Context: an optimization exercise on an open-source flow, tuned for a short achievable clock period and few clock cycles. The choices shown serve that exercise and are no tape-out recipe. RTL that was checked went through simulation tests only; none was proved equivalent to the original. Only the layout flow was run in runs 1 and 3; the RTL was not checked for function there. Power and IR drop assume default switching activity.

==> flow/design.v <==
`default_nettype none
package rv_pkg;
  typedef enum logic [6:0] {
    OP     = 7'b0110011,  
    OP_IMM = 7'b0010011,  
    LOAD   = 7'b0000011,  
    STORE  = 7'b0100011,  
    BRANCH = 7'b1100011,  
    JAL    = 7'b1101111   
  } opcode_e;
  typedef enum logic [1:0] {
    ADD = 2'b00,
    SUB = 2'b01,
    AND = 2'b10,
    OR  = 2'b11
  } alu_op_e;
  typedef enum logic [1:0] {
    ALU = 2'b00,  
    MEM = 2'b01,  
    PC4 = 2'b10   
  } result_src_e;
  typedef struct packed {
    logic        reg_we;      
    logic        mem_re;      
    logic        mem_we;      
    alu_op_e     alu_op;
    result_src_e result_src;
    logic        src_b_imm;   
    logic        src_a_pc;    
    logic        branch;      
    logic        branch_ne;   
    logic        jump;        
  } ctrl_t;
  typedef struct packed {
    logic                  valid;
    ctrl_t                 ctrl;
    logic [32-1:0]   pc;
    logic [32-1:0]   pc4;
    logic [32-1:0]   rs1_data;
    logic [32-1:0]   rs2_data;
    logic [32-1:0]   imm;
    logic [5-1:0] rd;
  } id_ex_t;
  typedef struct packed {
    logic                  valid;
    logic                  reg_we;
    logic                  mem_re;
    logic                  mem_we;
    result_src_e           result_src;
    logic [32-1:0]   alu_result;  
    logic [32-1:0]   store_data;
    logic [32-1:0]   pc4;
    logic [5-1:0] rd;
  } ex_mem_t;
  typedef struct packed {
    logic                  reg_we;
    logic [5-1:0] rd;
    logic [32-1:0]   result;
  } mem_wb_t;
  typedef struct packed {
    logic                re;
    logic                we;
    logic [32-1:0] addr;
    logic [32-1:0] wdata;
  } dmem_req_t;
endpackage
`default_nettype wire
`timescale 1ns/1ps
`default_nettype none
module rv_core (
  input  logic                clk_i,
  input  logic                rst_i,
  output logic [32-1:0] imem_addr_o,
  input  logic [31:0]         imem_data_i,
  output logic                dmem_re_o,
  output logic                dmem_we_o,
  output logic [32-1:0] dmem_addr_o,
  output logic [32-1:0] dmem_wdata_o,
  input  logic [32-1:0] dmem_rdata_i
);
  localparam int NBTB = 4;   
  localparam int BI   = $clog2(NBTB);
  logic [31:0] pc_q;       
  logic [31:0] pc_o_q;     
  logic [NBTB-1:0] btb_v_q;
  logic [31:2]     btb_pc_q  [NBTB];
  logic [31:2]     btb_tgt_q [NBTB];
  logic [BI-1:0]   btb_ptr_q;
  logic        d_v_q;
  logic        d_btb_q;    
  logic [31:12] d_hpc_q;   
  logic [BI-1:0] d_hidx_q;
  logic        d_off8_q;   
  logic [31:0] d_ir_q;
  logic [31:0] d_pc_q;
  logic [31:0] d_pc4_q;
  logic [31:0] d_sel1_q;   
  logic [31:0] d_sel2_q;   
  logic [31:13] d_pc13_p1_q, d_pc13_m1_q;  
  logic [31:21] d_pc21_p1_q, d_pc21_m1_q;  
  logic        e_v_q;
  logic        e_mis_eq_q;  
  logic        e_mis_ne_q;  
  logic        e_tk_eq_q;   
  logic        e_tk_ne_q;   
  logic        e_ftaken_q;  
  logic        e_fok_q;     
  logic [BI-1:0] e_hidx_q;
  logic        e_pred_q;   
  logic        e_off8_q;
  logic        e_lw_q;
  logic        e_sw_q;
  logic        e_wreg_q;
  logic [2:0]  e_rsel_q;   
  logic        e_and_q;
  logic        e_cin_q;    
  logic        e_useimm_q;  
  logic [31:0] e_imm_q;
  logic [31:0] e_a_q;
  logic [31:0] e_rs2_q;
  logic [31:0] e_pc_q;
  logic [31:0] e_pc4_q;
  logic [4:0]  e_rd_q;
  logic        e_jal_q;
  logic        e_sign_q;
  logic [12:0] e_br_lo_q;
  logic [20:0] e_jal_lo_q;
  logic [31:13] e_pc13_q, e_pc13_p1_q, e_pc13_m1_q;
  logic [31:21] e_pc21_p1_q, e_pc21_m1_q;
  logic        m_lw_q;
  logic        m_sw_q;
  logic        m_wreg_q;
  logic [2:0]  m_rsel_q;
  logic [8:0]  m_s0_q [4];  
  logic [8:0]  m_s1_q [4];  
  logic [31:0] m_logic_q;
  logic [31:0] m_pc4_q;
  logic [31:0] m_rs2_q;
  logic [4:0]  m_rd_q;
  logic        w_re_q;
  logic        w_we_q;
  logic        w_wreg_q;
  logic [31:0] w_addr_q;
  logic [31:0] w_wdata_q;
  logic [31:0] w_res_q;
  logic [4:0]  w_rd_q;
  logic [31:0] rf_q [32];
  logic [31:0] rf_v_q;
  logic          f_hit;
  logic [31:2]   f_tgt;
  logic [31:12]  f_hpc;
  logic [BI-1:0] f_hidx;
  logic [31:0]   f_pc4;
  logic [31:0]   f_ir;
  logic [31:0]   f_v_eff;
  logic [31:0]   f_sel1, f_sel2;
  logic          f_off8;
  logic [31:13]  f_pc13_p1, f_pc13_m1;
  logic [31:21]  f_pc21_p1, f_pc21_m1;
  always_comb
  begin
    f_hit  = 1'b0;
    f_tgt  = '0;
    f_hpc  = '0;
    f_hidx = '0;
    for (int i = 0; i < NBTB; i++)
      if (btb_v_q[i] && btb_pc_q[i][11:2] == pc_q[11:2])
      begin
        f_hit  = 1'b1;
        f_tgt  = f_tgt | btb_tgt_q[i];
        f_hpc  = f_hpc | btb_pc_q[i][31:12];
        f_hidx = f_hidx | BI'(i);
      end
  end
  assign f_pc4 = pc_q + 32'd4;
  assign f_ir  = imem_data_i;
  assign f_off8 = f_ir[3] ? (f_ir[31:12] == 20'h00800)
                          : ({f_ir[31:25], f_ir[11:8], f_ir[7]} == 12'b0000000_0100_0);
  always_comb
  begin
    for (int i = 0; i < 32; i++)
    begin
      f_v_eff[i] = rf_v_q[i] | (w_wreg_q && w_rd_q == i[4:0]);
      f_sel1[i]  = f_v_eff[i] && f_ir[19:15] == i[4:0];
      f_sel2[i]  = f_v_eff[i] && f_ir[24:20] == i[4:0];
    end
  end
  always_comb
  begin
    for (int i = 13; i < 32; i++)
    begin
      logic [31:13] below;
      below = '0;
      for (int j = 13; j < i; j++)
        below[j] = 1'b1;
      f_pc13_p1[i] = pc_q[i] ^ (&(pc_q[31:13] | ~below));
      f_pc13_m1[i] = pc_q[i] ^ ~(|(pc_q[31:13] & below));
    end
    for (int i = 21; i < 32; i++)
    begin
      logic [31:21] below;
      below = '0;
      for (int j = 21; j < i; j++)
        below[j] = 1'b1;
      f_pc21_p1[i] = pc_q[i] ^ (&(pc_q[31:21] | ~below));
      f_pc21_m1[i] = pc_q[i] ^ ~(|(pc_q[31:21] & below));
    end
  end
  assign imem_addr_o = pc_o_q;
  logic [6:0]  d_opc;
  logic [2:0]  d_f3;
  logic        d_is_op, d_is_addi, d_is_lw, d_is_sw, d_is_br, d_is_jal;
  logic        d_sub, d_and, d_or;
  logic [31:0] d_imm_i, d_imm_s;
  logic        d_off4;
  logic        d_pred;
  logic        d_tk_eq, d_tk_ne, d_fok;
  logic [12:0] d_br_lo;
  logic [20:0] d_jal_lo;
  logic [31:0] d_rs1, d_rs2;
  assign d_opc = d_ir_q[6:0];
  assign d_f3  = d_ir_q[14:12];
  always_comb
  begin
    d_is_op   = (d_opc == 7'b0110011) && (d_f3 == 3'b000 || d_f3 == 3'b111 || d_f3 == 3'b110);
    d_is_addi = (d_opc == 7'b0010011) && (d_f3 == 3'b000);
    d_is_lw   = (d_opc == 7'b0000011) && (d_f3 == 3'b010);
    d_is_sw   = (d_opc == 7'b0100011) && (d_f3 == 3'b010);
    d_is_br   = (d_opc == 7'b1100011) && (d_f3[2:1] == 2'b00);
    d_is_jal  = (d_opc == 7'b1101111);
    d_sub     = d_is_op && d_f3 == 3'b000 && d_ir_q[30];
    d_and     = d_is_op && d_f3 == 3'b111;
    d_or      = d_is_op && d_f3 == 3'b110;
  end
  assign d_imm_i = {{20{d_ir_q[31]}}, d_ir_q[31:20]};
  assign d_imm_s = {{20{d_ir_q[31]}}, d_ir_q[31:25], d_ir_q[11:7]};
  assign d_off4 = d_is_jal ? (d_ir_q[31:12] == 20'h00400)
                           : ({d_ir_q[31:25], d_ir_q[11:8], d_ir_q[7]} == 12'b0000000_0010_0);
  always_comb
  begin
    if (d_is_jal)
      d_pred = ~d_off4;
    else if (d_is_br)
      d_pred = ~d_off4 & ((d_ir_q[19:15] == d_ir_q[24:20]) ? ~d_f3[0] : (d_f3[0] | d_ir_q[31]));
    else
      d_pred = 1'b0;
  end
  assign d_tk_eq = ~d_off4 & (d_is_jal | (d_is_br & ~d_f3[0]));
  assign d_tk_ne = ~d_off4 & (d_is_jal | (d_is_br &  d_f3[0]));
  assign d_fok   = d_btb_q & (d_hpc_q == d_pc_q[31:12]);
  assign d_br_lo  = {1'b0, d_pc_q[12:1]} + {1'b0, d_ir_q[31], d_ir_q[7], d_ir_q[30:25], d_ir_q[11:8]};
  assign d_jal_lo = {1'b0, d_pc_q[20:1]} + {1'b0, d_ir_q[31], d_ir_q[19:12], d_ir_q[20], d_ir_q[30:21]};
  always_comb
  begin
    d_rs1 = '0;
    d_rs2 = '0;
    for (int i = 0; i < 32; i++)
    begin
      d_rs1 = d_rs1 | (rf_q[i] & {32{d_sel1_q[i]}});
      d_rs2 = d_rs2 | (rf_q[i] & {32{d_sel2_q[i]}});
    end
  end
  logic        e_eq, e_mis, e_pok, e_partial, e_red_eq, e_red_ne;
  logic [31:0] e_tgt, e_alt_eq, e_alt_ne;
  logic [31:13] e_br_hi;
  logic [31:21] e_jal_hi;
  logic [8:0]  e_s0 [4];
  logic [8:0]  e_s1 [4];
  logic [31:0] e_b;
  logic        e_alloc;
  always_comb
  begin
    case ({e_sign_q, e_br_lo_q[12]})
      2'b01:   e_br_hi = e_pc13_p1_q;
      2'b10:   e_br_hi = e_pc13_m1_q;
      default: e_br_hi = e_pc13_q;
    endcase
    case ({e_sign_q, e_jal_lo_q[20]})
      2'b01:   e_jal_hi = e_pc21_p1_q;
      2'b10:   e_jal_hi = e_pc21_m1_q;
      default: e_jal_hi = e_pc13_q[31:21];
    endcase
  end
  assign e_tgt = e_jal_q ? {e_jal_hi, e_jal_lo_q[19:0], e_pc_q[0]}
                         : {e_br_hi, e_br_lo_q[11:0], e_pc_q[0]};
  assign e_eq     = (e_a_q == e_rs2_q);
  assign e_mis    = e_v_q & (e_eq ? e_mis_eq_q : e_mis_ne_q);
  assign e_alt_eq = e_tk_eq_q ? e_tgt : e_pc4_q;
  assign e_alt_ne = e_tk_ne_q ? e_tgt : e_pc4_q;
  assign e_pok     = e_off8_q & ~e_ftaken_q & d_v_q & ~d_btb_q;
  assign e_red_eq  = e_v_q & e_mis_eq_q & ~e_pok;
  assign e_red_ne  = e_v_q & e_mis_ne_q & ~e_pok;
  assign e_partial = e_mis & e_pok;
  assign e_alloc = e_v_q & e_pred_q & ~e_fok_q;
  assign e_b = e_useimm_q ? e_imm_q : (e_rs2_q ^ {32{e_cin_q}});
  always_comb
  begin
    for (int k = 0; k < 4; k++)
    begin
      e_s0[k] = {1'b0, e_a_q[8*k +: 8]} + {1'b0, e_b[8*k +: 8]};
      e_s1[k] = 9'(({1'b0, e_a_q[8*k +: 8], 1'b1} + {1'b0, e_b[8*k +: 8], (k == 0) ? e_cin_q : 1'b1}) >> 1);
    end
  end
  logic [BI-1:0] e_slot;
  always_comb
  begin
    e_slot = btb_ptr_q;
    for (int i = 0; i < NBTB; i++)
      if (btb_v_q[i] && btb_pc_q[i][11:2] == e_pc_q[11:2])
        e_slot = BI'(i);
  end
  logic [31:0] m_sum, m_res;
  logic [4:0]  m_c;
  always_comb
  begin
    m_c[0] = 1'b1;  
    for (int k = 0; k < 4; k++)
    begin
      m_sum[8*k +: 8] = m_c[k] ? m_s1_q[k][7:0] : m_s0_q[k][7:0];
      m_c[k+1]        = m_c[k] ? m_s1_q[k][8]   : m_s0_q[k][8];
    end
  end
  assign m_res = (m_sum & {32{m_rsel_q[0]}}) |
                 (m_logic_q & {32{m_rsel_q[1]}}) |
                 (m_pc4_q & {32{m_rsel_q[2]}});
  logic [31:0] pc_seq, pc_next;
  assign pc_seq  = rst_i ? 32'h0000_0000 : f_hit ? {f_tgt, pc_q[1:0]} : f_pc4;
  assign pc_next = e_eq ? (e_red_eq ? e_alt_eq : pc_seq)
                        : (e_red_ne ? e_alt_ne : pc_seq);
  always_ff @(posedge clk_i, posedge rst_i)
  begin
    if (rst_i)
    begin
      pc_q      <= 32'h0000_0000;
      btb_v_q   <= '0;
      btb_ptr_q <= '0;
      d_v_q     <= 1'b0;
      e_v_q     <= 1'b0;
      m_lw_q    <= 1'b0;
      m_sw_q    <= 1'b0;
      m_wreg_q  <= 1'b0;
      w_re_q    <= 1'b0;
      w_we_q    <= 1'b0;
      w_wreg_q  <= 1'b0;
      rf_v_q    <= '0;
    end
    else
    begin
      pc_q  <= pc_next;
      d_v_q <= ~(e_eq ? e_red_eq : e_red_ne);
      e_v_q <= d_v_q & ~e_mis;
      if (e_alloc)
      begin
        btb_v_q[e_slot] <= 1'b1;
        if (e_slot == btb_ptr_q)
          btb_ptr_q <= btb_ptr_q + 1'b1;
      end
      m_lw_q   <= e_v_q & e_lw_q;
      m_sw_q   <= e_v_q & e_sw_q;
      m_wreg_q <= e_v_q & e_wreg_q;
      w_re_q   <= m_lw_q;
      w_we_q   <= m_sw_q;
      w_wreg_q <= m_wreg_q;
      if (w_wreg_q)
        rf_v_q[w_rd_q] <= 1'b1;
    end
  end
  always_ff @(posedge clk_i)
  begin
    pc_o_q <= pc_next;
    if (e_alloc)
    begin
      btb_pc_q[e_slot]  <= e_pc_q[31:2];
      btb_tgt_q[e_slot] <= e_tgt[31:2];
    end
    d_btb_q     <= f_hit;
    d_hpc_q     <= f_hpc;
    d_hidx_q    <= f_hidx;
    d_off8_q    <= f_off8;
    d_ir_q      <= f_ir;
    d_pc_q      <= pc_q;
    d_pc4_q     <= f_pc4;
    d_sel1_q    <= f_sel1;
    d_sel2_q    <= f_sel2;
    d_pc13_p1_q <= f_pc13_p1;
    d_pc13_m1_q <= f_pc13_m1;
    d_pc21_p1_q <= f_pc21_p1;
    d_pc21_m1_q <= f_pc21_m1;
    e_mis_eq_q <= d_fok ? ~d_tk_eq : (d_tk_eq | d_btb_q);
    e_mis_ne_q <= d_fok ? ~d_tk_ne : (d_tk_ne | d_btb_q);
    e_tk_eq_q  <= d_tk_eq;
    e_tk_ne_q  <= d_tk_ne;
    e_ftaken_q <= d_btb_q;
    e_fok_q    <= d_fok;
    e_hidx_q   <= d_hidx_q;
    e_pred_q   <= d_pred;
    e_off8_q   <= d_off8_q;
    e_lw_q     <= d_is_lw;
    e_sw_q     <= d_is_sw;
    e_wreg_q   <= (d_is_op | d_is_addi | d_is_lw | d_is_jal) & (d_ir_q[11:7] != 5'd0);
    e_rsel_q   <= {d_is_jal, d_and | d_or, ~(d_is_jal | d_and | d_or)};
    e_and_q    <= d_and;
    e_cin_q    <= d_sub;
    e_useimm_q <= d_is_addi | d_is_lw | d_is_sw;
    e_imm_q    <= d_is_sw ? d_imm_s : d_imm_i;
    e_a_q      <= d_rs1;
    e_rs2_q    <= d_rs2;
    e_pc_q     <= d_pc_q;
    e_pc4_q    <= d_pc4_q;
    e_rd_q     <= d_ir_q[11:7];
    e_jal_q     <= d_is_jal;
    e_sign_q    <= d_ir_q[31];
    e_br_lo_q   <= d_br_lo;
    e_jal_lo_q  <= d_jal_lo;
    e_pc13_q    <= d_pc_q[31:13];
    e_pc13_p1_q <= d_pc13_p1_q;
    e_pc13_m1_q <= d_pc13_m1_q;
    e_pc21_p1_q <= d_pc21_p1_q;
    e_pc21_m1_q <= d_pc21_m1_q;
    m_rsel_q  <= e_rsel_q;
    for (int k = 0; k < 4; k++)
    begin
      m_s0_q[k] <= e_s0[k];
      m_s1_q[k] <= e_s1[k];
    end
    m_logic_q <= e_and_q ? (e_a_q & e_rs2_q) : (e_a_q | e_rs2_q);
    m_pc4_q   <= e_pc4_q;
    m_rs2_q   <= e_rs2_q;
    m_rd_q    <= e_rd_q;
    w_addr_q  <= m_sum;
    w_wdata_q <= m_rs2_q;
    w_res_q   <= m_res;
    w_rd_q    <= m_rd_q;
    if (w_wreg_q)
      rf_q[w_rd_q] <= w_re_q ? dmem_rdata_i : w_res_q;
  end
  assign dmem_re_o    = w_re_q;
  assign dmem_we_o    = w_we_q;
  assign dmem_addr_o  = w_addr_q;
  assign dmem_wdata_o = w_wdata_q;
endmodule
`default_nettype wire
==> flow/run.sh <==
#!/bin/bash
# synth_recipe.tcl (not shown) runs the flow's synth.tcl, then flattens the netlist and writes it again
# the make line also repeats each setting of config.mk as NAME=value (left out here)
make -C /OpenROAD-flow-scripts/flow DESIGN_CONFIG=/design/flow/config.mk WORK_HOME=/design/flow/orfs CLKGATE_MAP_FILE= SYNTH_SCRIPT=/design/flow/synth_recipe.tcl finish
==> flow/config.mk <==
export PLATFORM = sky130hd
export DESIGN_NAME = rv_core
export DESIGN_NICKNAME = rv_core
export VERILOG_FILES = /design/flow/design.v
export SDC_FILE = /design/flow/constraint.sdc
export NUM_CORES = 4
export LEC_CHECK = 0
export ABC_CLOCK_PERIOD_IN_PS = 2000
export CAP_MARGIN = 20
export CORE_MARGIN = 2
export CORE_UTILIZATION = 25
export GPL_ROUTABILITY_DRIVEN = 1
export PLACE_DENSITY = 0.45
export SETUP_SLACK_MARGIN = 3.5
export SLEW_MARGIN = 20
==> flow/constraint.sdc <==
create_clock -name core_clock -period 5.5 [get_ports {clk_i}]
set_input_delay 1.1000 -clock core_clock [delete_from_list [all_inputs] [get_ports {clk_i}]]
set_output_delay 1.1000 -clock core_clock [all_outputs]
set_load 0.01 [all_outputs]
==> impl_metrics.tcl, run 1 <==
set metrics [dict create \
    outcome "timing/DRC/antenna clean" \
    synth-edff-count 1264 \
    ys_types 79 \
    io_pins 164 \
    tightest_slew_ps 1163 \
    p_seq_share_pct 49.5 \
    crit_type "reg -> reg" \
    numCtsBuffers 232 \
    synth_top_area_share_pct 47.45 \
    slew_headroom_pct 22.48 \
    slew_violations 0 \
    grt_start_max_net_pins 58 \
    swShare_pct 22.54 \
    cp_slowest_stage_delay_ps 390 \
    synth_top_cell_by_area "edfxtp_1" \
    hold_viol 0 \
    path_cells "inv_1, ha_1, nor4_4, nand4_1, nor2_4, buf_12, buf_6, a31oi_4, buf_6, buf_12, buf_16, o22ai_4, a21oi_2" \
    clock-sinks 2130 \
    synth_common_cells "1264 x edfxtp_1, 889 x a22oi_1, 788 x dfxtp_1, 275 x clkbuf_1, 192 x nand2_1" \
    p_leak_nw 38.97 \
    worst-path-buf-inv 6 \
    synth_cells 5714 \
    synth_area_mm2 0.07999 \
    grt_pass1_vias 58767 \
    max-vdd-ir-drop_v 0.0002646 \
    holdPathStages 0 \
    grt_setup_unrepaired "yes" \
    finalClockSkew_ps 108.0 \
    clock-root-buffer "clkbuf_16" \
    clk_pin_slew_ps 60 \
    cp_max_fo 7 \
    cp.required_ps 6290 \
    start_util_pct 25.13 \
    nets 6754 \
    overflow 0 \
    cp.depth 13 \
    min_period_ps 2673 \
    die_w_um 569.7 \
    hpwl_um 211900 \
    die_h_um 569.7 \
    p_comb_share_pct 4.7 \
    ant_nets 0 \
    synthFlopType "edfxtp_1" \
    cp_slowest_cell "dfxtp_2" \
    finalSetupViolCount 0 \
    drt-initial-drc-count 9837 \
    setup_tns_ps 0 \
    total_power_mw 35.51 \
    cts_tree "built" \
    cts_buffer_depth 4 \
    yosysWarningCount 5 \
    start_kind "register" \
    drc 0 \
    synth.ff_latch_count 2130 \
    antenna_found_initial 39 \
    h-tree-depth 4 \
    grt_pass1_wl_um 527000 \
    grt.total_usage_pct 23.79 \
    timing.fmax_mhz 374.1 \
    cp.arrival_ps 3460 \
    syn_nets 5942 \
    reg2reg_depth 13 \
    async_flop_share_pct 3.662 \
    core_mm2 0.3183 \
    wirelength_um 407900 \
    path_delay_family "simple AND/OR/NAND/NOR gates" \
    cellInternalPower_mw 27.50 \
    std_cell_rows 207 \
    placed_cells 9851 \
    place.gp.congestion 0.8757 \
    finalCritPeriodShare_pct 48.60 \
    ys_top_cells_by_area "edfxtp_1 47%, dfxtp_1 20%, a22oi_1 8.3%" \
    critPathCaptureType "register" \
    num_vias 61991 \
    dr.pass1.iters 8 \
    cellPowerDensity_mw_per_mm2 326.9 \
    clock_power_share_pct 45.9 \
    insertion_delay_ps 910 \
    wl_per_cell_um 37.31 \
    yosysSeqAreaShare_pct 69.61 \
    area_growth_pct 35.80 \
    drive_gt1_share_pct 32.39 \
    yosysMostFrequentCell "edfxtp_1" \
    instances_no_fill 10933 \
    switchingPower_mw 8.004 \
    die_area_mm2 0.3245 \
    vias_per_cell 5.670 \
    place.port_buffers 163 \
    hold_class "reg -> reg" \
    drv_cap 0 \
    avgSynthCellArea_um2 14.00 \
    final_util_pct 34.13 \
]
==> worst reg2reg max path: stages (launching register included) <==
cell and delay [ps]:
dfxtp_2 390, inv_1 60, ha_1 320, nor4_4 380
nand4_1 250, nor2_4 180, buf_12 170, buf_6 110
a31oi_4 70, buf_6 160, buf_12 120, buf_16 150
o22ai_4 170, a21oi_2 60
==> cell usage in the layout (no fill, tap or decap), drive strengths merged, types with 19 or more instances in the layout <==
cell	n
dfrtp	78
dfxtp	788
clkinv	68
xnor2	190
a22oi	889
buf	812
diode	35
bufbuf	20
nor2	173
o21bai	29
clkdlybuf4s50	56
mux2i	22
nand2b	19
nand2	193
inv	191
nand4	160
a222oi	35
a21o	41
and3	19
bufinv	23
mux2	77
and2	25
nand3	185
o21ai	96
a21oi	88
a22o	128
nor3	87
edfxtp	1264
nor4	28
clkbuf	336
ha	153
a221oi	130
o22ai	29
or4	69
xor2	84
==> power by group through the flow <==
stage          clock network (mW)  registers [mW]  logic [mW]
6_report                     16.3            17.6        1.66
5_1_grt                      17.0            17.6        1.77
2_1_floorplan                   0            17.7       0.741
4_1_cts                      16.4            17.6        1.46
3_3_place_gp                    0            17.9        1.15
3_5_place_dp                    0            17.9        1.16
==> kinds of logic (layout without fill, tap and decap cells) <==
kind of cell	Yosys count	in the layout	synth area share (%)
compound gates	1522	1522	14.21
xor+xnor	274	274	3.038
fa+ha+maj	162	162	2.618
buf+inv	521	1525	2.642
flops	2130	2130	69.61
mux	99	99	1.364
other cells	0	35	0
simple gates	1006	1006	6.518
==> cell type report <==
class,count,area (µm²)
multi-input cells,3063,26120
flip-flops and latches,2130,56340
repair buffers,912,12270
clock buffers,321,6654
inverters,187,734.5
fillers,30522,209700
clock inverters,105,1191
well taps,4180,5230
diodes,35,87.58
==> flip-flops by register name, summed over array words and instances, names as in the netlist, 35 cells and up <==
register   count
btb_pc_q     120
btb_tgt_q    120
m_s1_q        35
rf_q        1024
==> per-layer routing <==
layer | part of all wire (%) | track usage, % | routed length, µm | vias to the layer above
met1 | 36 | 28.33 | 146200 | 31199
met4 | 7.3 | 14.38 | 29810 | 28
li1 | - | - | - | 24057
met5 | 0.074 | 0.6098 | 301 | -
met3 | 13 | 8.137 | 52660 | 1493
met2 | 44 | 36.93 | 178900 | 5214
==> per-stage QoR <==
| step | area [µm²] | hold slack, ps | setup slack, ps |
|---|---|---|---|
| 2_1_floorplan | 80860 | 309.6 | 2775 |
| 4_1_cts | 104800 | 222.9 | 2790 |
| 3_5_place_dp | 87340 | 312.1 | 1704 |
| 5_1_grt | 108600 | 228.0 | 2798 |
| 3_3_place_gp | 87340 | 310.2 | 1696 |
| 6_report | 108600 | 220.1 | 2827 |
==> path summary, 6_finish.rpt <==
check                                         from                 endpoint  slack (ps)
max reg2reg                     e_rs2_q[1]$_DFF_P_       pc_q[15]$_DFF_PP0_        2830
min reg2reg                d_pc21_m1_q[30]$_DFF_P_  e_pc21_m1_q[30]$_DFF_P_         220
min in group asynchronous                    rst_i       pc_q[13]$_DFF_PP0_         730
max in group asynchronous                    rst_i    rf_v_q[4]$_DFFE_PP0P_        4110
max                             e_rs2_q[1]$_DFF_P_       pc_q[15]$_DFF_PP0_        2830
min                        d_pc21_m1_q[30]$_DFF_P_  e_pc21_m1_q[30]$_DFF_P_         220
==> repair_timing <==
item / CTS / global route
pin swaps: 204 / 266
hold buffers: 0 / 0
endpoints found under the setup margin: 2748 / 1390
cloned: 62 / 14
resized for setup: 1537 / 408
setup buffers: 388 / 157
==> inputs of run 2 (changes only) <==
--- a/flow/design.v
+++ b/flow/design.v
@@ -81,3 +81,3 @@
   localparam int NBTB = 4;   
-  localparam int BI   = $clog2(NBTB);
+  localparam int BI   = 2;      
   logic [31:0] pc_q;       
@@ -92,3 +92,2 @@
   logic [BI-1:0] d_hidx_q;
-  logic        d_off8_q;   
   logic [31:0] d_ir_q;
@@ -110,2 +109,3 @@
   logic        e_off8_q;
+  logic        e_off12_q;
   logic        e_lw_q;
@@ -126,5 +126,23 @@
   logic [12:0] e_br_lo_q;
-  logic [20:0] e_jal_lo_q;
+  logic [10:0] e_jal_lo_q;    
+  logic [9:0]  e_jal_mid0_q;  
+  logic [10:0] e_jal_mid1_q;  
+  logic        e_jal_c0_q;
   logic [31:13] e_pc13_q, e_pc13_p1_q, e_pc13_m1_q;
   logic [31:21] e_pc21_p1_q, e_pc21_m1_q;
+  logic        m_v_q;
+  logic        m_eq_q;      
+  logic        m_mis_eq_q;  
+  logic        m_mis_ne_q;  
+  logic        m_tk_eq_q;   
+  logic        m_tk_ne_q;
+  logic        m_ft_q;      
+  logic        m_off8_q;    
+  logic        m_off12_q;
+  logic [31:0] m_alt_eq_q;  
+  logic [31:0] m_alt_ne_q;
+  logic        m_alloc_q;   
+  logic [BI-1:0] m_slot_q;
+  logic [31:2] m_pc_q;
+  logic [31:2] m_tgt_q;
   logic        m_lw_q;
@@ -156,3 +174,2 @@
   logic [31:0]   f_sel1, f_sel2;
-  logic          f_off8;
   logic [31:13]  f_pc13_p1, f_pc13_m1;
@@ -176,4 +193,2 @@
   assign f_ir  = imem_data_i;
-  assign f_off8 = f_ir[3] ? (f_ir[31:12] == 20'h00800)
-                          : ({f_ir[31:25], f_ir[11:8], f_ir[7]} == 12'b0000000_0100_0);
   always_comb
@@ -218,3 +233,4 @@
   logic [12:0] d_br_lo;
-  logic [20:0] d_jal_lo;
+  logic [10:0] d_jal_lo;
+  logic [10:0] d_jal_mid0, d_jal_mid1;
   logic [31:0] d_rs1, d_rs2;
@@ -236,2 +252,7 @@
   assign d_imm_s = {{20{d_ir_q[31]}}, d_ir_q[31:25], d_ir_q[11:7]};
+  logic d_off8, d_off12;
+  assign d_off8  = d_is_jal ? (d_ir_q[31:12] == 20'h00800)
+                            : ({d_ir_q[31:25], d_ir_q[11:8], d_ir_q[7]} == 12'b0000000_0100_0);
+  assign d_off12 = d_is_jal ? (d_ir_q[31:12] == 20'h00c00)
+                            : ({d_ir_q[31:25], d_ir_q[11:8], d_ir_q[7]} == 12'b0000000_0110_0);
   assign d_off4 = d_is_jal ? (d_ir_q[31:12] == 20'h00400)
@@ -251,3 +272,5 @@
   assign d_br_lo  = {1'b0, d_pc_q[12:1]} + {1'b0, d_ir_q[31], d_ir_q[7], d_ir_q[30:25], d_ir_q[11:8]};
-  assign d_jal_lo = {1'b0, d_pc_q[20:1]} + {1'b0, d_ir_q[31], d_ir_q[19:12], d_ir_q[20], d_ir_q[30:21]};
+  assign d_jal_lo   = {1'b0, d_pc_q[10:1]} + {1'b0, d_ir_q[30:21]};
+  assign d_jal_mid0 = {1'b0, d_pc_q[20:11]} + {1'b0, d_ir_q[31], d_ir_q[19:12], d_ir_q[20]};
+  assign d_jal_mid1 = 11'(({1'b0, d_pc_q[20:11], 1'b1} + {1'b0, d_ir_q[31], d_ir_q[19:12], d_ir_q[20], 1'b1}) >> 1);
   always_comb
@@ -262,6 +285,10 @@
   end
-  logic        e_eq, e_mis, e_pok, e_partial, e_red_eq, e_red_ne;
-  logic [31:0] e_tgt, e_alt_eq, e_alt_ne;
+  logic        e_eq;
+  logic        e_sred;      
+  logic        e_ft, e_fok;
+  logic [31:0] e_tgt;
   logic [31:13] e_br_hi;
   logic [31:21] e_jal_hi;
+  logic [20:11] e_jal_mid;
+  logic         e_jal_c21;
   logic [8:0]  e_s0 [4];
@@ -269,3 +296,5 @@
   logic [31:0] e_b;
-  logic        e_alloc;
+  logic        kill_e;      
+  logic        kill_d;
+  logic        kill_f;
   always_comb
@@ -277,3 +306,5 @@
     endcase
-    case ({e_sign_q, e_jal_lo_q[20]})
+    e_jal_mid = e_jal_lo_q[10] ? e_jal_mid1_q[9:0] : e_jal_mid0_q;
+    e_jal_c21 = e_jal_lo_q[10] ? e_jal_mid1_q[10]  : e_jal_c0_q;
+    case ({e_sign_q, e_jal_c21})
       2'b01:   e_jal_hi = e_pc21_p1_q;
@@ -283,13 +314,8 @@
   end
-  assign e_tgt = e_jal_q ? {e_jal_hi, e_jal_lo_q[19:0], e_pc_q[0]}
+  assign e_tgt = e_jal_q ? {e_jal_hi, e_jal_mid, e_jal_lo_q[9:0], e_pc_q[0]}
                          : {e_br_hi, e_br_lo_q[11:0], e_pc_q[0]};
-  assign e_eq     = (e_a_q == e_rs2_q);
-  assign e_mis    = e_v_q & (e_eq ? e_mis_eq_q : e_mis_ne_q);
-  assign e_alt_eq = e_tk_eq_q ? e_tgt : e_pc4_q;
-  assign e_alt_ne = e_tk_ne_q ? e_tgt : e_pc4_q;
-  assign e_pok     = e_off8_q & ~e_ftaken_q & d_v_q & ~d_btb_q;
-  assign e_red_eq  = e_v_q & e_mis_eq_q & ~e_pok;
-  assign e_red_ne  = e_v_q & e_mis_ne_q & ~e_pok;
-  assign e_partial = e_mis & e_pok;
-  assign e_alloc = e_v_q & e_pred_q & ~e_fok_q;
+  assign e_eq   = (e_a_q == e_rs2_q);
+  assign e_sred = e_v_q & e_pred_q & ~e_ftaken_q & ~kill_e;
+  assign e_ft   = e_ftaken_q | e_pred_q;
+  assign e_fok  = e_fok_q | (e_pred_q & ~e_ftaken_q);
   assign e_b = e_useimm_q ? e_imm_q : (e_rs2_q ^ {32{e_cin_q}});
@@ -322,2 +348,13 @@
   end
+  logic        m_mis, m_red, m_part1, m_part2;
+  logic [31:0] m_alt;
+  assign m_mis = m_v_q & (m_eq_q ? m_mis_eq_q : m_mis_ne_q);
+  assign m_alt = m_eq_q ? m_alt_eq_q : m_alt_ne_q;
+  assign m_part1 = m_mis & ~m_ft_q & m_off8_q  & e_v_q & ~e_ftaken_q & ~e_pred_q;
+  assign m_part2 = m_mis & ~m_ft_q & m_off12_q & e_v_q & ~e_ftaken_q & ~e_pred_q
+                         & d_v_q & ~d_btb_q;
+  assign m_red   = m_mis & ~m_part1 & ~m_part2;
+  assign kill_e = m_mis;
+  assign kill_d = m_red | m_part2 | e_sred;
+  assign kill_f = m_red | e_sred;
   assign m_res = (m_sum & {32{m_rsel_q[0]}}) |
@@ -327,4 +364,3 @@
   assign pc_seq  = rst_i ? 32'h0000_0000 : f_hit ? {f_tgt, pc_q[1:0]} : f_pc4;
-  assign pc_next = e_eq ? (e_red_eq ? e_alt_eq : pc_seq)
-                        : (e_red_ne ? e_alt_ne : pc_seq);
+  assign pc_next = m_red ? m_alt : e_sred ? e_tgt : pc_seq;
   always_ff @(posedge clk_i, posedge rst_i)
@@ -338,2 +374,4 @@
       e_v_q     <= 1'b0;
+      m_v_q     <= 1'b0;
+      m_alloc_q <= 1'b0;
       m_lw_q    <= 1'b0;
@@ -349,13 +387,15 @@
       pc_q  <= pc_next;
-      d_v_q <= ~(e_eq ? e_red_eq : e_red_ne);
-      e_v_q <= d_v_q & ~e_mis;
-      if (e_alloc)
+      d_v_q <= ~kill_f;
+      e_v_q <= d_v_q & ~kill_d;
+      m_v_q <= e_v_q & ~kill_e;
+      if (m_alloc_q)
       begin
-        btb_v_q[e_slot] <= 1'b1;
-        if (e_slot == btb_ptr_q)
+        btb_v_q[m_slot_q] <= 1'b1;
+        if (m_slot_q == btb_ptr_q)
           btb_ptr_q <= btb_ptr_q + 1'b1;
       end
-      m_lw_q   <= e_v_q & e_lw_q;
-      m_sw_q   <= e_v_q & e_sw_q;
-      m_wreg_q <= e_v_q & e_wreg_q;
+      m_lw_q   <= e_v_q & ~kill_e & e_lw_q;
+      m_sw_q   <= e_v_q & ~kill_e & e_sw_q;
+      m_wreg_q <= e_v_q & ~kill_e & e_wreg_q;
+      m_alloc_q <= e_v_q & e_pred_q & ~e_fok_q & ~m_alloc_q;
       w_re_q   <= m_lw_q;
@@ -370,6 +410,6 @@
     pc_o_q <= pc_next;
-    if (e_alloc)
+    if (m_alloc_q)
     begin
-      btb_pc_q[e_slot]  <= e_pc_q[31:2];
-      btb_tgt_q[e_slot] <= e_tgt[31:2];
+      btb_pc_q[m_slot_q]  <= m_pc_q;
+      btb_tgt_q[m_slot_q] <= m_tgt_q;
     end
@@ -378,3 +418,2 @@
     d_hidx_q    <= f_hidx;
-    d_off8_q    <= f_off8;
     d_ir_q      <= f_ir;
@@ -396,3 +435,4 @@
     e_pred_q   <= d_pred;
-    e_off8_q   <= d_off8_q;
+    e_off8_q   <= d_off8;
+    e_off12_q  <= d_off12;
     e_lw_q     <= d_is_lw;
@@ -413,3 +453,6 @@
     e_br_lo_q   <= d_br_lo;
-    e_jal_lo_q  <= d_jal_lo;
+    e_jal_lo_q   <= d_jal_lo;
+    e_jal_mid0_q <= d_jal_mid0[9:0];
+    e_jal_c0_q   <= d_jal_mid0[10];
+    e_jal_mid1_q <= d_jal_mid1;
     e_pc13_q    <= d_pc_q[31:13];
@@ -419,2 +462,15 @@
     e_pc21_m1_q <= d_pc21_m1_q;
+    m_eq_q     <= e_eq;
+    m_mis_eq_q <= e_fok ? ~e_tk_eq_q : (e_tk_eq_q | e_ft);
+    m_mis_ne_q <= e_fok ? ~e_tk_ne_q : (e_tk_ne_q | e_ft);
+    m_tk_eq_q  <= e_tk_eq_q;
+    m_tk_ne_q  <= e_tk_ne_q;
+    m_ft_q     <= e_ft;
+    m_off8_q   <= e_off8_q;
+    m_off12_q  <= e_off12_q;
+    m_alt_eq_q <= e_tk_eq_q ? e_tgt : e_pc4_q;
+    m_alt_ne_q <= e_tk_ne_q ? e_tgt : e_pc4_q;
+    m_pc_q     <= e_pc_q[31:2];
+    m_slot_q   <= e_slot;
+    m_tgt_q    <= e_tgt[31:2];
     m_rsel_q  <= e_rsel_q;
==> run 2 against run 1 <==
  * Synthesized cell count increased by 4.6%
  * Maximum frequency increased by 3.0%
  * Final cell count increased by 3.0%
  * Non-clock buffer count decreased by 134
  * Die area increased by 4.9%
  * Largest cell class unchanged
  * Sequential cell count increased by 144
  * Clock skew increased by 28 ps
  * First-iteration DRC count decreased by 0.73%
  * Total power increased by 3.1%
==> impl_metrics.tcl, run 2 <==
set metrics [dict create \
    finalCritPeriodShare_pct 47.19 \
    clock-sinks 2274 \
    drive_gt1_share_pct 28.65 \
    drt-initial-drc-count 9765 \
    async_flop_share_pct 3.518 \
    synth_area_mm2 0.08395 \
    ys_types 67 \
    gr-usage-met3_pct 6.767 \
    regArea_mm2 0.05918 \
    multiInputGateArea_mm2 0.02627 \
    grt_busiest_layer "met2" \
    slew_violations 0 \
    fin_hold_ws_ps 284.7 \
    synthFlopType "edfxtp_1" \
    die_w_um 583.5 \
    io_pins 164 \
    place.port_buffers 163 \
    path_delay_family "flip-flops" \
    final_common_cell "edfxtp_1" \
    fill_cells 32304 \
    synth_top_cell_by_area "edfxtp_1" \
    path_cells "buf_6" \
    nets 6872 \
    die_h_um 583.5 \
    overflow 0 \
    hpwl_um 218800 \
    cp_slowest_stage_delay_ps 420 \
    outcome "timing/DRC/antenna clean" \
    reg2reg_depth 7 \
    cp.arrival_ps 1500 \
    grt.total_usage_pct 22.55 \
    grt_pass1_wl_um 526200 \
    vias_per_cell 5.521 \
    setup_tns_ps 0 \
    yosysWarningCount 5 \
    crit_type "reg -> out" \
    critPathCaptureType "output port" \
    slew_headroom_pct 26.96 \
    wirelength_um 403200 \
    hold_viol 0 \
    min_period_ps 2596 \
    clock-root-buffer "clkbuf_16" \
    die_area_mm2 0.3404 \
    place.gp.congestion 0.8816 \
    grt_setup_unrepaired "yes" \
    holdPathStages 0 \
    placed_area_mm2 0.09115 \
    worst-path-buf-inv 1 \
    antenna_found_initial 32 \
    yosysSeqAreaShare_pct 69.78 \
    grt_start_max_net_pins 55 \
    ys_top_cells_by_area "edfxtp_1 45%, dfxtp_1 22%, a22oi_1 7.9%" \
    clk_pin_slew_ps 60 \
    numCtsBuffers 240 \
    grt.met2_usage_pct 35.40 \
    ant_nets 0 \
    std_cell_rows 212 \
    synth.ff_latch_count 2274 \
    hold_class "reg -> reg" \
    max-vdd-ir-drop_v 0.0002872 \
    cp_slowest_cell "dfrtp_2" \
    p_leak_nw 39.82 \
    drv_cap 0 \
    cts_buffer_depth 4 \
    synth_top_area_share_pct 45.22 \
    final_cell_mix "1264 x edfxtp_1, 851 x a22oi_1, 712 x dfxtp_1" \
    synth_common_cells "1264 x edfxtp_1, 930 x dfxtp_1, 887 x a22oi_1, 289 x clkbuf_1, 213 x inv_1" \
    cp.required_ps 4400 \
    final_cell_area_mm2 0.1103 \
    avgSynthCellArea_um2 14.04 \
    largest_register "rf_q" \
    timing.fmax_mhz 385.3 \
    drc 0 \
    start_util_pct 25.14 \
    synth-edff-count 1264 \
    synth_cells 5977 \
    cts_tree "built" \
    fin_ws_ps 2904 \
    tightest_slew_ps 1096 \
    reg_top3 "rf_q x1024, btb_pc_q x120, btb_tgt_q x120" \
    syn_nets 6208 \
    cp.depth 1 \
    finalClockSkew_ps 136.1 \
    finalSetupViolCount 0 \
    grt_pass1_vias 59131 \
    h-tree-depth 4 \
    insertion_delay_ps 960 \
    start_kind "register" \
    cellPowerDensity_mw_per_mm2 331.9 \
    core_mm2 0.3340 \
    hold_buffers 0 \
    num_vias 62154 \
    largest_reg_flops 1024 \
    cp_max_fo 2 \
    dp_slack_ps 1958 \
    area_growth_pct 31.34 \
    dr.pass1.iters 9 \
    wl_per_cell_um 35.81 \
    use_met1_pct 27.07 \
    yosysMostFrequentCell "edfxtp_1" \
]
[run 2: layout make-up]
cell class | count | share of cell area, %
tap | 4387 | 4.978
inverter | 213 | 0.7399
timing repair buffer | 778 | 9.329
clock buffer | 305 | 6.042
sequential | 2274 | 53.68
antenna | 31 | 0.07036
multi-input combinational | 3134 | 23.82
clock inverter | 136 | 1.339
[run 2: stage by stage]
step | utilization (%) | instances | power [mW]
floorplan | - | 5977 | 19.31
global placement | 27.29 | 10284 | 19.84
detailed placement | 27.29 | 10285 | 19.85
CTS | 32.03 | 11096 | 36.64
global route | 33.00 | 11236 | 37.50
finish | 33.02 | 11258 | 36.60
[run 2: worst paths after layout]
kind / from / endpoint / slack (ps)
hold reg to reg: d_pc4_q[0]$_DFF_P_ / e_pc4_q[0]$_DFF_P_ / 280
max in group asynchronous: rst_i / pc_q[25]$_DFF_PP0_ / 4140
hold / removal: d_pc4_q[0]$_DFF_P_ / e_pc4_q[0]$_DFF_P_ / 280
min in group asynchronous: rst_i / w_re_q$_DFF_PP0_ / 660
setup / recovery: w_re_q$_DFF_PP0_ / dmem_re_o / 2900
setup reg to reg: m_s1_q[0][8]$_DFF_P_ / w_res_q[24]$_DFF_P_ / 3140
[run 2: cells by family (layout without fill, tap and decap cells)]
kind of cell             after synthesis  after routing  synth area share [%]
AO/OA/AOI/OAI                       1563           1563                 13.91
XOR/XNOR                             282            282                 2.951
adder cells (fa/ha/maj)              165            165                 2.558
buffers and inverters                575           1432                 2.668
flip-flops                          2274           2274                 69.78
multiplexers                         163            163                 2.128
other                                  0             31                     0
AND/OR/NAND/NOR                      955            961                 6.010
[run 2: layer usage]
layer,share of wire (%),up-vias
met1,36,31252
met4,7.9,20
met2,45,4831
met3,11,1449
met5,0.037,-
li1,-,24602
[run 2: repair_timing]
item	CTS	global route
pin swaps	193	228
setup buffers	323	112
gates resized for setup	1375	391
setup endpoints to repair	2761	1554
gates cloned	47	19
[run 2: where the power goes]
| part | switching [mW] | internal, mW |
|---|---|---|
| combinational | 0.737 | 0.549 |
| sequential | 0.294 | 18.2 |
| clock | 7.15 | 9.71 |
| total | 8.18 | 28.4 |
Testbench counts of run 2, summed over its fixed seeds: cycles 158,001.
==> inputs of run 3 (changes only) <==
--- a/flow/design.v
+++ b/flow/design.v
@@ -84,2 +84,3 @@
   logic [31:0] pc_o_q;     
+  logic        rst_q;      
   logic [NBTB-1:0] btb_v_q;
@@ -99,2 +100,8 @@
   logic [31:21] d_pc21_p1_q, d_pc21_m1_q;  
+  logic        d_pred_q;   
+  logic [12:0] d_br_lo_q;
+  logic [10:0] d_jal_lo_q;    
+  logic [9:0]  d_jal_mid0_q;  
+  logic [10:0] d_jal_mid1_q;  
+  logic        d_jal_c0_q;
   logic        e_v_q;
@@ -106,2 +113,3 @@
   logic        e_fok_q;     
+  logic        e_bfok_q;    
   logic [BI-1:0] e_hidx_q;
@@ -123,11 +131,2 @@
   logic [4:0]  e_rd_q;
-  logic        e_jal_q;
-  logic        e_sign_q;
-  logic [12:0] e_br_lo_q;
-  logic [10:0] e_jal_lo_q;    
-  logic [9:0]  e_jal_mid0_q;  
-  logic [10:0] e_jal_mid1_q;  
-  logic        e_jal_c0_q;
-  logic [31:13] e_pc13_q, e_pc13_p1_q, e_pc13_m1_q;
-  logic [31:21] e_pc21_p1_q, e_pc21_m1_q;
   logic        m_v_q;
@@ -223,2 +222,23 @@
   end
+  logic        f_is_jal, f_is_br, f_off4, f_pred;
+  logic [12:0] f_br_lo;
+  logic [10:0] f_jal_lo;
+  logic [10:0] f_jal_mid0, f_jal_mid1;
+  assign f_is_jal = (f_ir[6:0] == 7'b1101111);
+  assign f_is_br  = (f_ir[6:0] == 7'b1100011) && (f_ir[14:13] == 2'b00);
+  assign f_off4   = f_ir[3] ? (f_ir[31:12] == 20'h00400)
+                            : ({f_ir[31:25], f_ir[11:8], f_ir[7]} == 12'b0000000_0010_0);
+  always_comb
+  begin
+    if (f_is_jal)
+      f_pred = ~f_off4;
+    else if (f_is_br)
+      f_pred = ~f_off4 & ((f_ir[19:15] == f_ir[24:20]) ? ~f_ir[12] : (f_ir[12] | f_ir[31]));
+    else
+      f_pred = 1'b0;
+  end
+  assign f_br_lo    = {1'b0, pc_q[12:1]} + {1'b0, f_ir[31], f_ir[7], f_ir[30:25], f_ir[11:8]};
+  assign f_jal_lo   = {1'b0, pc_q[10:1]} + {1'b0, f_ir[30:21]};
+  assign f_jal_mid0 = {1'b0, pc_q[20:11]} + {1'b0, f_ir[31], f_ir[19:12], f_ir[20]};
+  assign f_jal_mid1 = 11'(({1'b0, pc_q[20:11], 1'b1} + {1'b0, f_ir[31], f_ir[19:12], f_ir[20], 1'b1}) >> 1);
   assign imem_addr_o = pc_o_q;
@@ -230,7 +250,3 @@
   logic        d_off4;
-  logic        d_pred;
   logic        d_tk_eq, d_tk_ne, d_fok;
-  logic [12:0] d_br_lo;
-  logic [10:0] d_jal_lo;
-  logic [10:0] d_jal_mid0, d_jal_mid1;
   logic [31:0] d_rs1, d_rs2;
@@ -259,11 +275,2 @@
                            : ({d_ir_q[31:25], d_ir_q[11:8], d_ir_q[7]} == 12'b0000000_0010_0);
-  always_comb
-  begin
-    if (d_is_jal)
-      d_pred = ~d_off4;
-    else if (d_is_br)
-      d_pred = ~d_off4 & ((d_ir_q[19:15] == d_ir_q[24:20]) ? ~d_f3[0] : (d_f3[0] | d_ir_q[31]));
-    else
-      d_pred = 1'b0;
-  end
   assign d_tk_eq = ~d_off4 & (d_is_jal | (d_is_br & ~d_f3[0]));
@@ -271,6 +278,24 @@
   assign d_fok   = d_btb_q & (d_hpc_q == d_pc_q[31:12]);
-  assign d_br_lo  = {1'b0, d_pc_q[12:1]} + {1'b0, d_ir_q[31], d_ir_q[7], d_ir_q[30:25], d_ir_q[11:8]};
-  assign d_jal_lo   = {1'b0, d_pc_q[10:1]} + {1'b0, d_ir_q[30:21]};
-  assign d_jal_mid0 = {1'b0, d_pc_q[20:11]} + {1'b0, d_ir_q[31], d_ir_q[19:12], d_ir_q[20]};
-  assign d_jal_mid1 = 11'(({1'b0, d_pc_q[20:11], 1'b1} + {1'b0, d_ir_q[31], d_ir_q[19:12], d_ir_q[20], 1'b1}) >> 1);
+  logic [31:0]  d_tgt;
+  logic [31:13] d_br_hi;
+  logic [31:21] d_jal_hi;
+  logic [20:11] d_jal_mid;
+  logic         d_jal_c21;
+  always_comb
+  begin
+    case ({d_ir_q[31], d_br_lo_q[12]})
+      2'b01:   d_br_hi = d_pc13_p1_q;
+      2'b10:   d_br_hi = d_pc13_m1_q;
+      default: d_br_hi = d_pc_q[31:13];
+    endcase
+    d_jal_mid = d_jal_lo_q[10] ? d_jal_mid1_q[9:0] : d_jal_mid0_q;
+    d_jal_c21 = d_jal_lo_q[10] ? d_jal_mid1_q[10]  : d_jal_c0_q;
+    case ({d_ir_q[31], d_jal_c21})
+      2'b01:   d_jal_hi = d_pc21_p1_q;
+      2'b10:   d_jal_hi = d_pc21_m1_q;
+      default: d_jal_hi = d_pc_q[31:21];
+    endcase
+  end
+  assign d_tgt = d_is_jal ? {d_jal_hi, d_jal_mid, d_jal_lo_q[9:0], d_pc_q[0]}
+                         : {d_br_hi, d_br_lo_q[11:0], d_pc_q[0]};
   always_comb
@@ -286,9 +311,4 @@
   logic        e_eq;
-  logic        e_sred;      
   logic        e_ft, e_fok;
-  logic [31:0] e_tgt;
-  logic [31:13] e_br_hi;
-  logic [31:21] e_jal_hi;
-  logic [20:11] e_jal_mid;
-  logic         e_jal_c21;
+  logic [31:0] e_tgt_q;
   logic [8:0]  e_s0 [4];
@@ -299,23 +319,6 @@
   logic        kill_f;
-  always_comb
-  begin
-    case ({e_sign_q, e_br_lo_q[12]})
-      2'b01:   e_br_hi = e_pc13_p1_q;
-      2'b10:   e_br_hi = e_pc13_m1_q;
-      default: e_br_hi = e_pc13_q;
-    endcase
-    e_jal_mid = e_jal_lo_q[10] ? e_jal_mid1_q[9:0] : e_jal_mid0_q;
-    e_jal_c21 = e_jal_lo_q[10] ? e_jal_mid1_q[10]  : e_jal_c0_q;
-    case ({e_sign_q, e_jal_c21})
-      2'b01:   e_jal_hi = e_pc21_p1_q;
-      2'b10:   e_jal_hi = e_pc21_m1_q;
-      default: e_jal_hi = e_pc13_q[31:21];
-    endcase
-  end
-  assign e_tgt = e_jal_q ? {e_jal_hi, e_jal_mid, e_jal_lo_q[9:0], e_pc_q[0]}
-                         : {e_br_hi, e_br_lo_q[11:0], e_pc_q[0]};
+  logic        d_sred;
   assign e_eq   = (e_a_q == e_rs2_q);
-  assign e_sred = e_v_q & e_pred_q & ~e_ftaken_q & ~kill_e;
-  assign e_ft   = e_ftaken_q | e_pred_q;
-  assign e_fok  = e_fok_q | (e_pred_q & ~e_ftaken_q);
+  assign e_ft   = e_ftaken_q;
+  assign e_fok  = e_fok_q;
   assign e_b = e_useimm_q ? e_imm_q : (e_rs2_q ^ {32{e_cin_q}});
@@ -352,4 +355,4 @@
   assign m_alt = m_eq_q ? m_alt_eq_q : m_alt_ne_q;
-  assign m_part1 = m_mis & ~m_ft_q & m_off8_q  & e_v_q & ~e_ftaken_q & ~e_pred_q;
-  assign m_part2 = m_mis & ~m_ft_q & m_off12_q & e_v_q & ~e_ftaken_q & ~e_pred_q
+  assign m_part1 = m_mis & ~m_ft_q & m_off8_q  & e_v_q & ~e_ftaken_q;
+  assign m_part2 = m_mis & ~m_ft_q & m_off12_q & e_v_q & ~e_ftaken_q
                          & d_v_q & ~d_btb_q;
@@ -357,4 +360,5 @@
   assign kill_e = m_mis;
-  assign kill_d = m_red | m_part2 | e_sred;
-  assign kill_f = m_red | e_sred;
+  assign kill_d = m_red | m_part2;
+  assign d_sred = d_v_q & d_pred_q & ~d_btb_q & ~kill_d;
+  assign kill_f = m_red | d_sred;
   assign m_res = (m_sum & {32{m_rsel_q[0]}}) |
@@ -363,4 +367,4 @@
   logic [31:0] pc_seq, pc_next;
-  assign pc_seq  = rst_i ? 32'h0000_0000 : f_hit ? {f_tgt, pc_q[1:0]} : f_pc4;
-  assign pc_next = m_red ? m_alt : e_sred ? e_tgt : pc_seq;
+  assign pc_seq  = rst_q ? 32'h0000_0000 : f_hit ? {f_tgt, pc_q[1:0]} : f_pc4;
+  assign pc_next = m_red ? m_alt : d_sred ? d_tgt : pc_seq;
   always_ff @(posedge clk_i, posedge rst_i)
@@ -370,2 +374,3 @@
       pc_q      <= 32'h0000_0000;
+      rst_q     <= 1'b1;
       btb_v_q   <= '0;
@@ -387,3 +392,4 @@
       pc_q  <= pc_next;
-      d_v_q <= ~kill_f;
+      rst_q <= 1'b0;
+      d_v_q <= ~kill_f & ~rst_q;
       e_v_q <= d_v_q & ~kill_d;
@@ -399,3 +405,3 @@
       m_wreg_q <= e_v_q & ~kill_e & e_wreg_q;
-      m_alloc_q <= e_v_q & e_pred_q & ~e_fok_q & ~m_alloc_q;
+      m_alloc_q <= e_v_q & e_pred_q & ~e_bfok_q & ~m_alloc_q;
       w_re_q   <= m_lw_q;
@@ -427,2 +433,8 @@
     d_pc21_m1_q <= f_pc21_m1;
+    d_pred_q     <= f_pred;
+    d_br_lo_q    <= f_br_lo;
+    d_jal_lo_q   <= f_jal_lo;
+    d_jal_mid0_q <= f_jal_mid0[9:0];
+    d_jal_c0_q   <= f_jal_mid0[10];
+    d_jal_mid1_q <= f_jal_mid1;
     e_mis_eq_q <= d_fok ? ~d_tk_eq : (d_tk_eq | d_btb_q);
@@ -431,6 +443,7 @@
     e_tk_ne_q  <= d_tk_ne;
-    e_ftaken_q <= d_btb_q;
-    e_fok_q    <= d_fok;
+    e_ftaken_q <= d_btb_q | d_pred_q;
+    e_fok_q    <= d_fok | (d_pred_q & ~d_btb_q);
+    e_bfok_q   <= d_fok;
     e_hidx_q   <= d_hidx_q;
-    e_pred_q   <= d_pred;
+    e_pred_q   <= d_pred_q;
     e_off8_q   <= d_off8;
@@ -450,14 +463,3 @@
     e_rd_q     <= d_ir_q[11:7];
-    e_jal_q     <= d_is_jal;
-    e_sign_q    <= d_ir_q[31];
-    e_br_lo_q   <= d_br_lo;
-    e_jal_lo_q   <= d_jal_lo;
-    e_jal_mid0_q <= d_jal_mid0[9:0];
-    e_jal_c0_q   <= d_jal_mid0[10];
-    e_jal_mid1_q <= d_jal_mid1;
-    e_pc13_q    <= d_pc_q[31:13];
-    e_pc13_p1_q <= d_pc13_p1_q;
-    e_pc13_m1_q <= d_pc13_m1_q;
-    e_pc21_p1_q <= d_pc21_p1_q;
-    e_pc21_m1_q <= d_pc21_m1_q;
+    e_tgt_q     <= d_tgt;
     m_eq_q     <= e_eq;
@@ -470,7 +472,7 @@
     m_off12_q  <= e_off12_q;
-    m_alt_eq_q <= e_tk_eq_q ? e_tgt : e_pc4_q;
-    m_alt_ne_q <= e_tk_ne_q ? e_tgt : e_pc4_q;
+    m_alt_eq_q <= e_tk_eq_q ? e_tgt_q : e_pc4_q;
+    m_alt_ne_q <= e_tk_ne_q ? e_tgt_q : e_pc4_q;
     m_pc_q     <= e_pc_q[31:2];
     m_slot_q   <= e_slot;
-    m_tgt_q    <= e_tgt[31:2];
+    m_tgt_q    <= e_tgt_q[31:2];
     m_rsel_q  <= e_rsel_q;
==> run 3 against run 2 <==
  * Still clean
  * Sequential share of layout area increased by 0.62 points
  * Clock-buffer cell count up 37
  * Register-to-register slack worse by 210 ps
  * Core utilization fell by 0.52 points
  * Final area decreased by 2.0%
  * Sequential cell count down 24
  * Maximum frequency is 0.21% lower
  * Die area down 0.66%
  * Synthesized cell count is 0.59% lower
  * Worst hold slack worse by 39 ps
  * Clock power fell by 3%
  * Critical endpoint unchanged
==> impl_metrics.tcl, run 3 <==
set metrics [dict create \
    finalSetupViolCount 0 \
    grt_pass1_wl_um 530400 \
    numCtsBuffers 239 \
    ys_top_cells_by_area "edfxtp_1 46%, dfxtp_1 22%, a22oi_1 8.0%" \
    grt_pass1_vias 59071 \
    drive_gt1_share_pct 28.32 \
    grt_setup_unrepaired "yes" \
    final_cell_mix "1264 x edfxtp_1, 863 x a22oi_1, 692 x dfxtp_1" \
    avgSynthCellArea_um2 14.03 \
    grt.total_usage_pct 22.92 \
    cp.arrival_ps 1500 \
    antenna_found_initial 38 \
    syn_nets 6174 \
    start_util_pct 25.07 \
    path_delay_family "flip-flops" \
    synth_top_area_share_pct 45.52 \
    core_mm2 0.3326 \
    path_cells "buf_6" \
    synth_common_cells "1264 x edfxtp_1, 905 x dfxtp_1, 889 x a22oi_1, 308 x clkbuf_1, 204 x inv_1" \
    critPathLaunch "w_re_q$_DFF_PP0_" \
    synth_top_cell_by_area "edfxtp_1" \
    place.gp.congestion 0.8652 \
    std_cell_rows 212 \
    insertion_delay_ps 930 \
    hold_class "reg -> reg" \
    grt_start_max_net_pins 82 \
    num_vias 62239 \
    overflow 0 \
    crit_type "reg -> out" \
    die_w_um 581.5 \
    final_cell_area_mm2 0.1081 \
    cp.depth 1 \
    tightest_slew_ps 1255 \
    rrSetupSlack_ps 2930 \
    h-tree-depth 4 \
    p_leak_nw 38.82 \
    largest_reg_flops 1024 \
    yosysSeqAreaShare_pct 69.68 \
    start_kind "register" \
    setup_tns_ps 0 \
    r2r-end "pc_q[9]$_DFF_PP0_" \
    synth.ff_latch_count 2250 \
    drc 0 \
    synthFlopType "edfxtp_1" \
    outcome "timing/DRC/antenna clean" \
    reg_top3 "rf_q x1024, btb_pc_q x120, btb_tgt_q x120" \
    dr.pass1.iters 9 \
    finalClockSkew_ps 92.93 \
    ant_nets 0 \
    yosysWarningCount 5 \
    synth_area_mm2 0.08339 \
    wl_per_cell_um 36.66 \
    endpoint "dmem_re_o" \
    hpwl_um 210600 \
    critPathCaptureType "output port" \
    clock-root-buffer "clkbuf_16" \
    cp_slowest_cell "dfrtp_2" \
    vias_per_cell 5.580 \
    place.port_buffers 163 \
    cellPowerDensity_mw_per_mm2 328.2 \
    drt-initial-drc-count 10357 \
    area_growth_pct 29.61 \
    final_common_cell "edfxtp_1" \
    largest_register "rf_q" \
    yosysMostFrequentCell "edfxtp_1" \
    async_flop_share_pct 3.600 \
    clk_pin_slew_ps 60 \
    max-vdd-ir-drop_v 0.0002664 \
    clock-sinks 2250 \
    cp_slowest_stage_delay_ps 460 \
    cp.required_ps 4400 \
    reg2reg_depth 12 \
    slew_violations 0 \
    placed_area_mm2 0.09126 \
    synth-edff-count 1264 \
    wirelength_um 408900 \
    nets 6769 \
    drv_cap 0 \
    slew_headroom_pct 16.34 \
    worst-path-buf-inv 1 \
    fin_hold_ws_ps 245.6 \
    holdPathStages 0 \
    synth_cells 5942 \
    cp_max_fo 2 \
    die_h_um 581.5 \
    hold_buffers 0 \
    r2r_start "pc_q[2]$_DFF_PP0_" \
    cts_tree "built" \
    ys_types 68 \
    finalCritPeriodShare_pct 47.29 \
    die_area_mm2 0.3382 \
    io_pins 164 \
    min_period_ps 2601 \
    timing.fmax_mhz 384.4 \
    cts_buffer_depth 4 \
    hold_viol 0 \
]
==> run 3: layout make-up <==
class	instances	area [µm²]
flip-flops and latches	2250	58690
diodes	27	67.56
inverters	204	817.0
clock inverters	102	1003
repair buffers	711	8906
well taps	4387	5489
fillers	32555	224600
multi-input cells	3131	26270
clock buffers	342	6839
==> run 3: worst min-delay path by stage <==
stage / startpoint / end / slack [ps]
after detailed placement: e_rsel_q[1]$_DFF_P_ / m_rsel_q[1]$_DFF_P_ / 310
after floorplan: d_pc4_q[10]$_DFF_P_ / e_pc4_q[10]$_DFF_P_ / 310
after CTS: m_rs2_q[17]$_DFF_P_ / w_wdata_q[17]$_DFF_P_ / 250
after global placement: e_pc_q[12]$_DFF_P_ / m_pc_q[12]$_DFF_P_ / 310
after global routing: m_rs2_q[17]$_DFF_P_ / w_wdata_q[17]$_DFF_P_ / 260
final: m_rs2_q[17]$_DFF_P_ / w_wdata_q[17]$_DFF_P_ / 250
==> run 3: kinds of logic (layout without fill, tap and decap cells) <==
kind of cell    after synthesis  in the layout  synth area share, %
compound gates             1505           1505                13.59
xor+xnor                    284            284                2.983
fa+ha+maj                   166            166                2.590
buf+inv                     565           1359                2.588
flops                      2250           2250                69.68
mux                         194            195                2.519
other cells                   1             28             0.004497
simple gates                977            980                6.050
==> run 3: power by group <==
| part | switching (mW) | internal [mW] |
|---|---|---|
| combinational | 0.625 | 0.423 |
| sequential | 0.204 | 17.9 |
| clock | 7.04 | 9.32 |
==> run 3: metal layers <==
layer  track usage, %  share of wire (%)  wire length [µm]
met4            13.98                7.8             32050
met1            28.55                 37            150700
met2            35.37                 44            178900
met3            6.143                 12             47020
met5                0              0.045               184
==> run 3: timing repair <==
item	in CTS	in global routing
pin swaps	181	168
setup endpoints to repair	2684	1702
gates cloned	33	9
resized for setup	1292	286
buffers inserted	294	89
==> run 3: through the flow <==
step / worst slack (ps) / util [%] / instances / power [mW]
floorplan: 2918 / - / 5942 / 18.85
global placement: 1733 / 27.41 / 10253 / 19.29
detailed placement: 1739 / 27.44 / 10258 / 19.29
CTS: 2818 / 31.78 / 11029 / 35.58
global route: 2830 / 32.48 / 11133 / 36.37
finish: 2899 / 32.49 / 11154 / 35.47

[re-timing with driven ports]
Ports are ideal in the flow. The routed layouts listed here were re-timed in OpenROAD. Step 1, drivers: a clkbuf_16 drives clk_i and a buf_2 each remaining input, both assumed. Step 2, shift: input delay + t, output delay - t, t = (earliest + latest rising clock arrival at the registers) / 2. This alone moves slack from input paths to output paths. Slacks: ideal / step 1 / step 2; pairs: ideal / step 1.
run	shift t [ns]	setup WS [ns]	worst setup path at the end	clock arrival spread, ns	pins driven straight from the clock port
run 1	0.969	2.827 / 2.741 / 2.513	input to register	0.112 / 0.112	1
run 2	0.986	2.904 / 2.805 / 2.576	input to register	0.153 / 0.153	1
run 3	0.990	2.899 / 2.795 / 2.174	input to register	0.105 / 0.105	1
After both steps setup and hold are still met in every run listed. For run 3, which loses most, drivers alone change the setup slack by -0.104 ns; drivers and shift together by -0.725 ns.
